Context: an optimization exercise on an open-source flow, tuned for small area. The choices shown serve that exercise and are no tape-out recipe.
Only simulation tests tie the RTL to the original design; equivalence was not proved.
Power is estimated from default activity; no workload was simulated.

===== design/flow/run.sh =====
#!/bin/bash
# synth_recipe.tcl (not shown) runs the flow's synth.tcl, then flattens the netlist and writes it again
# the make line also repeats each setting of config.mk as NAME=value (left out here)
make -C /OpenROAD-flow-scripts/flow DESIGN_CONFIG=/design/flow/config.mk WORK_HOME=/design/flow/orfs CLKGATE_MAP_FILE= SYNTH_SCRIPT=/design/flow/synth_recipe.tcl finish

===== design/flow/config.mk =====
export PLATFORM = sky130hd
export DESIGN_NAME = regfile_mp
export DESIGN_NICKNAME = regfile_mp
export VERILOG_FILES = /design/flow/design.v
export SDC_FILE = /design/flow/constraint.sdc
export NUM_CORES = 4
export LEC_CHECK = 0
export CAP_MARGIN = 20
export CELL_PAD_IN_SITES_DETAIL_PLACEMENT = 1
export CELL_PAD_IN_SITES_GLOBAL_PLACEMENT = 2
export CORE_MARGIN = 2
export CORE_UTILIZATION = 35
export PLACE_DENSITY = 0.55
export SLEW_MARGIN = 20

===== design/flow/constraint.sdc =====
create_clock -name core_clock -period 8.0 [get_ports {clk}]
set_input_delay 1.6000 -clock core_clock [delete_from_list [all_inputs] [get_ports {clk}]]
set_output_delay 1.6000 -clock core_clock [all_outputs]
set_load 0.01 [all_outputs]

===== design/flow/design.v =====
package regfile_pkg;
  typedef enum logic {
    ST_INIT = 1'b0,
    ST_RUN  = 1'b1
  } state_e;
  localparam int unsigned MIPS_DW = 32;
  localparam int unsigned MIPS_AW = 5;
endpackage
module regfile_rd_mux #(
  parameter int unsigned DW       = regfile_pkg::MIPS_DW,
  parameter int unsigned AW       = regfile_pkg::MIPS_AW,
  parameter int unsigned ZERO_REG = 1,
  parameter int unsigned BYPASS   = 1
) (
  input  logic                 run,
  input  logic [AW-1:0]        ra,
  input  logic [(2**AW)*DW-1:0] mem_flat,
  input  logic [(2**AW)-1:0]   busy,
  input  logic                 we0,
  input  logic [AW-1:0]        wa0,
  input  logic [DW-1:0]        wd0,
  input  logic                 we1,
  input  logic [AW-1:0]        wa1,
  input  logic [DW-1:0]        wd1,
  output logic [DW-1:0]        rd,
  output logic                 rbusy
);
  localparam bit ZR  = (ZERO_REG != 0);
  localparam bit BYP = (BYPASS != 0);
  logic suppress;
  always_comb begin
    suppress = ZR && (ra == '0);
    rd       = '0;
    rbusy    = 1'b0;
    if (run && !suppress) begin
      rd    = mem_flat[ra*DW +: DW];
      rbusy = busy[ra];
      if (BYP) begin
        if (we1 && (wa1 == ra)) begin
          rd = wd1;
        end else if (we0 && (wa0 == ra)) begin
          rd = wd0;
        end
      end
    end
  end
endmodule
module regfile_mp #(
  parameter int unsigned DW       = regfile_pkg::MIPS_DW,
  parameter int unsigned AW       = regfile_pkg::MIPS_AW,
  parameter int unsigned NUM_RD   = 2,
  parameter int unsigned ZERO_REG = 1,
  parameter int unsigned BYPASS   = 1
) (
  input  logic                 clk,
  input  logic                 reset,
  input  logic [NUM_RD*AW-1:0] ra,
  output logic [NUM_RD*DW-1:0] rd,
  output logic [NUM_RD-1:0]    rbusy,
  input  logic                 we0,
  input  logic [AW-1:0]        wa0,
  input  logic [DW-1:0]        wd0,
  input  logic                 we1,
  input  logic [AW-1:0]        wa1,
  input  logic [DW-1:0]        wd1,
  input  logic                 bset,
  input  logic [AW-1:0]        bset_a,
  output logic                 init_done
);
  localparam int unsigned DEPTH = 2**AW;
  localparam bit          ZR    = (ZERO_REG != 0);
  localparam logic [AW:0] LAST  = (AW+1)'(DEPTH - 1);
  regfile_pkg::state_e             state_q, state_d;
  logic [AW:0]        cnt_q, cnt_d;
  logic               init_done_q, init_done_d;
  logic [DW-1:0]      mem_q [DEPTH];
  logic [DW-1:0]      mem_d [DEPTH];
  logic [DEPTH-1:0]   busy_q, busy_d;
  logic               run;
  logic [DEPTH*DW-1:0] mem_flat;
  assign run       = (state_q == regfile_pkg::ST_RUN);
  assign init_done = init_done_q;
  always_comb begin
    state_d     = state_q;
    cnt_d       = cnt_q;
    init_done_d = init_done_q;
    for (int i = 0; i < DEPTH; i++) mem_d[i] = mem_q[i];
    busy_d      = busy_q;
    case (state_q)
      regfile_pkg::ST_INIT: begin
        mem_d[cnt_q[AW-1:0]] = '0;
        cnt_d                = cnt_q + 1'b1;
        if (cnt_q == LAST) begin
          state_d     = regfile_pkg::ST_RUN;
          init_done_d = 1'b1;
        end
      end
      regfile_pkg::ST_RUN: begin
        if (we0 && !(ZR && (wa0 == '0))) mem_d[wa0] = wd0;
        if (we1 && !(ZR && (wa1 == '0))) mem_d[wa1] = wd1;
        if (we0) busy_d[wa0] = 1'b0;
        if (we1) busy_d[wa1] = 1'b0;
        if (bset) busy_d[bset_a] = 1'b1;
        if (ZR) busy_d[0] = 1'b0;
      end
      default: state_d = regfile_pkg::ST_INIT;
    endcase
  end
  always_ff @(posedge clk) begin
    if (!reset) begin
      state_q     <= regfile_pkg::ST_INIT;
      cnt_q       <= '0;
      init_done_q <= 1'b0;
      busy_q      <= '0;
    end else begin
      state_q     <= state_d;
      cnt_q       <= cnt_d;
      init_done_q <= init_done_d;
      busy_q      <= busy_d;
    end
  end
  always_ff @(posedge clk) begin
    if (reset) begin
      for (int i = 0; i < DEPTH; i++) mem_q[i] <= mem_d[i];
    end
  end
  for (genvar j = 0; j < DEPTH; j++) begin : g_flat
    assign mem_flat[j*DW +: DW] = mem_q[j];
  end
  for (genvar k = 0; k < NUM_RD; k++) begin : g_rd
    regfile_rd_mux #(
      .DW       (DW),
      .AW       (AW),
      .ZERO_REG (ZERO_REG),
      .BYPASS   (BYPASS)
    ) u_rd_mux (
      .run   (run),
      .ra    (ra[k*AW +: AW]),
      .mem_flat (mem_flat),
      .busy  (busy_q),
      .we0   (we0),
      .wa0   (wa0),
      .wd0   (wd0),
      .we1   (we1),
      .wa1   (wa1),
      .wd1   (wd1),
      .rd    (rd[k*DW +: DW]),
      .rbusy (rbusy[k])
    );
  end
endmodule

==> results.tsv <==
stage	metric	value	unit
worst_hold_path	Hold WC Path Type	register to register	
status	status	complete, no violations	
setup_path	Worst setup EP type	primary output	
global_route	All-Layer GR Usage	0.424	
clock_tree	Clock Path Buffers	3	
floorplanning	Die ar.	227000	um2
power	Gate power share	0.262	
routing	antenna-violating nets left	0	
routing	residual DRC count	0	
synthesis	Synth Area in XOR/XNOR	0.00358	
timing	measured slew at the worst slew-check pin	1300	ps
timing	Final Setup Violations	0	
global_route	grt ovf	0	
synthesis	synth unique cells	79	
synthesis	compound-cell area share of the yosys netlist	0.216	
synthesis	Syn Nets	8527	
routing	Starting DRT DRC Count	12700	
clock_tree	CTS tree	yes	
clock_tree	clock slew at reported path FFs	50	ps
clock_tree	Setup Fix Bufs, Post-CTS	0	
final_layout	final instance area	87700	um2
place	post-DP HPWL	332000	um
synthesis	cell taking the most area after synthesis	edfxtp_1	
power	P per Cell Area	203	nW/um2
global_route	gr busiest metal	met2	
timing	RSZ-0062 raised after global routing	no	
synthesis	Top FF cell, synth	edfxtp_1	
clock_tree	H-tree depth	4	
synthesis	Post-synth EDFFs	1024	
setup_path	Setup CP Type	primary input to primary output	
routing	Avg Vias per Cell	7.23	
synthesis	Seq cells post-synth	1063	
power	VDD IR max	0.163	mV
final_layout	nets@finish	8168	
clock_tree	clock tree sinks	1063	
global_route	largest net degree at the start of global routing	153	
synthesis	Simple-Gate Fraction of Synth Area	0.142	
global_route	vias in the first global route	75700	
synthesis	Syn Area/Cell	9.30	um2
synthesis	ys async rst share	0	
timing	Slew Limit Fails	0	
setup_path	CP startpoint kind	primary input	
final_layout	Fillers	24900	
synthesis	Ys Warns	4	
worst_hold_path	worst hold path cell count	1	
power	net switching power	6.70	mW
place	Placer Congestion	0.994	
timing	Final TNS setup	0	ps
place	PortBufs	160	
clock_tree	Clk Latency, worst-skew pair	840	ps
routing	final WL	499000	um
timing	FMAX	136	MHz
power	clock share of power	0.364	
clock_tree	Num CTS Buffers	144	
timing	Final min period	7330	ps
floorplanning	initial core utilization	0.352	
power	Pint	11.1	mW
clock_tree	root buffer cell	clkbuf_16	
setup_path	WP data required	6400	ps
run	Max Cap Viol	0	
synthesis	post-synthesis cell area	78200	um2
power	Net Sw Frac	0.375	
floorplanning	core area	222000	um2
synthesis	Yosys top cell area share	0.393	
floorplanning	number of core rows	173	
setup_path	crit-path max FO	18	
synthesis	largest family of logic cells by synthesized area	compound AO/OA/AOI/OAI gates	
synthesis	cell count after synthesis	8412	
global_route	first-pass GRT wire length	675000	um
timing	final hold slack	474	ps
floorplanning	I/O pins	161	
global_route	met3 usage	0.146	
synthesis	Synth Area in Adders	0.00336	
floorplanning	Die Ht	477	um
timing	relative slew slack	0.132	
setup_path	worst reg2reg path depth	5	
timing	final hold violation count	0	
power	total power	17.8	mW
setup_path	worst path arrival time	5730	ps
power	Leakage	29.2	nW
timing	final worst path period share	0.916	
clock_tree	Hold-fix buffers, CTS	0	
global_route	met2 track demand over resource	0.609	
clock_tree	CTS resizes	0	
final_layout	area grow syn2layout	12.1	%
synthesis	Synth area leaders	edfxtp_1 (39%), mux4_2 (12%), nand2_1 (9.0%)	
floorplanning	Die X	477	um
power	Flop pwr share	0.374	
routing	Pre-antenna DRT Iters	7	
synthesis	sequential element share of the synthesized area	0.403	
global_route	met1 usage	0.592	
final_layout	share of cells above drive strength 1	0.161	
routing	average wire per standard cell	44.8	um
global_route	initial antenna violation count	48	
routing	Vias	80500	
timing	Setup Skew	32.6	ps
place	DP Area	83300	um2
synthesis	mux contribution to synthesized area	0.176	
==> layout by cell type (no fill, tap or decap), drive strengths merged, types with 58 or more instances in the layout <==
cell type,n
nor2,283
nor3,185
o31ai,82
mux2,83
a21oi,512
clkdlybuf4s50,119
mux2i,341
o21ai,707
a22oi,104
nand3,61
o221ai,61
mux4,418
clkbuf,191
o22ai,141
edfxtp,1024
nand2,1870
a221oi,102
buf,473
a311oi,283
o21a,58
a31oi,465
==> kinds of logic after synthesis <==
| kind of cell | after synthesis |
|---|---|
| AOI/OAI and AO/OA | 2665 |
| xor gates and xnor gates | 32 |
| adders and majority gates | 21 |
| buffers and inverters | 1124 |
| DFF | 1063 |
| muxes | 842 |
| and+or+nand+nor | 2665 |
==> state kept, by name (all words and copies together) (netlist names) <==
signal and count:
busy_q 31, cnt_q 6, init_done_q 1, mem_q 1024, state_q 1
==> through the flow <==
step	worst slack (ps)	std cells	utilization
after floorplan	2510	8412	-
after global placement	291	10900	0.375
after detailed placement	615	10900	0.375
after CTS	605	11100	0.395
after global routing	610	11100	0.395
final	669	11100	0.395
==> cell usage after synthesis, drive strengths merged (54+ instances only) <==
cell and n:
buf 220, edfxtp 1024, mux4 418, nand2b 54, o21ai 707, a21oi 512
mux2 83, a31oi 465, a311oi 283, o31ai 82, nor2 283, clkbuf 877
o21a 58, o221ai 61, mux2i 341, a221oi 102, nand3 61, o22ai 141
a22oi 104, nor3 185, nand2 1870
==> layout make-up <==
| class | count | area, um2 | area share |
|---|---|---|---|
| clock buffer | 191 | 3880 | 0.0443 |
| inverter | 27 | 109 | 0.00124 |
| tap | 2975 | 3720 | 0.0424 |
| timing repair buffer | 592 | 4990 | 0.0569 |
| sequential | 1063 | 31500 | 0.359 |
| clock inverter | 59 | 531 | 0.00605 |
| antenna | 6 | 15.0 | 0.000171 |
| multi-input combinational | 6225 | 42900 | 0.490 |
==> routing by layer <==
layer / wire [um] / up-vias / part of all wire
met4: 18500 / 30 / 0.037
met3: 67300 / 907 / 0.13
met2: 209000 / 5617 / 0.42
met5: 197 / - / 0.00039
met1: 204000 / 42500 / 0.41
li1: - / 31400 / -
==> worst max-delay path, stage by stage <==
cell	delay (ps)
clkdlybuf4s50_1	450
buf_4	240
xor2_1	110
nor4_1	400
nand3_2	190
buf_4	280
and2_2	430
buf_4	340
o21a_1	160
o31ai_1	720
buf_4	250
clkdlybuf4s50_1	540
==> final timing paths <==
path / startpoint / end / slack [ps]
worst max-delay path: ra[8] / rd[34] / 670
worst max register to register: state_q / mem_q[0][30] / 3540
worst min-delay path: init_done_q / init_done_q / 470
worst min register to register: init_done_q / init_done_q / 470
==> power by group through the flow <==
stage                     Combinational (mW)  Clock, mW  Sequential (mW)
after floorplan                         2.25          0             6.67
after global placement                  4.41          0             6.76
after detailed placement                4.45          0             6.77
after CTS                               4.46       6.51             6.66
after global routing                    4.70       6.68             6.70
final                                   4.68       6.49             6.67

==> re-timing with driven ports <==
The results above use ideal ports. As a check the final layout listed here was re-extracted and re-timed, cells and wires unchanged.
Step 1 assumes that a clkbuf_16 drives the clock port and a buf_2 every other input.
Step 2 times the ports against the registers' clock, not the clock port: input delays grow and output delays shrink by t, the midpoint of the rising clock arrivals with the driver on.
Slacks: ideal ports / drivers / drivers and shift; pairs: ideal ports / drivers.
t (ns): 0.913
setup slack, ns: 0.669 / 0.647 / 0.647
hold slack, ns: 0.474 / 0.474 / 0.474
slew at the worst register clock pin (ns): 0.07 / 0.07
After both steps this run still meets setup and hold. For this run, drivers alone change the setup slack by -0.022 ns; drivers and shift together by -0.022 ns.
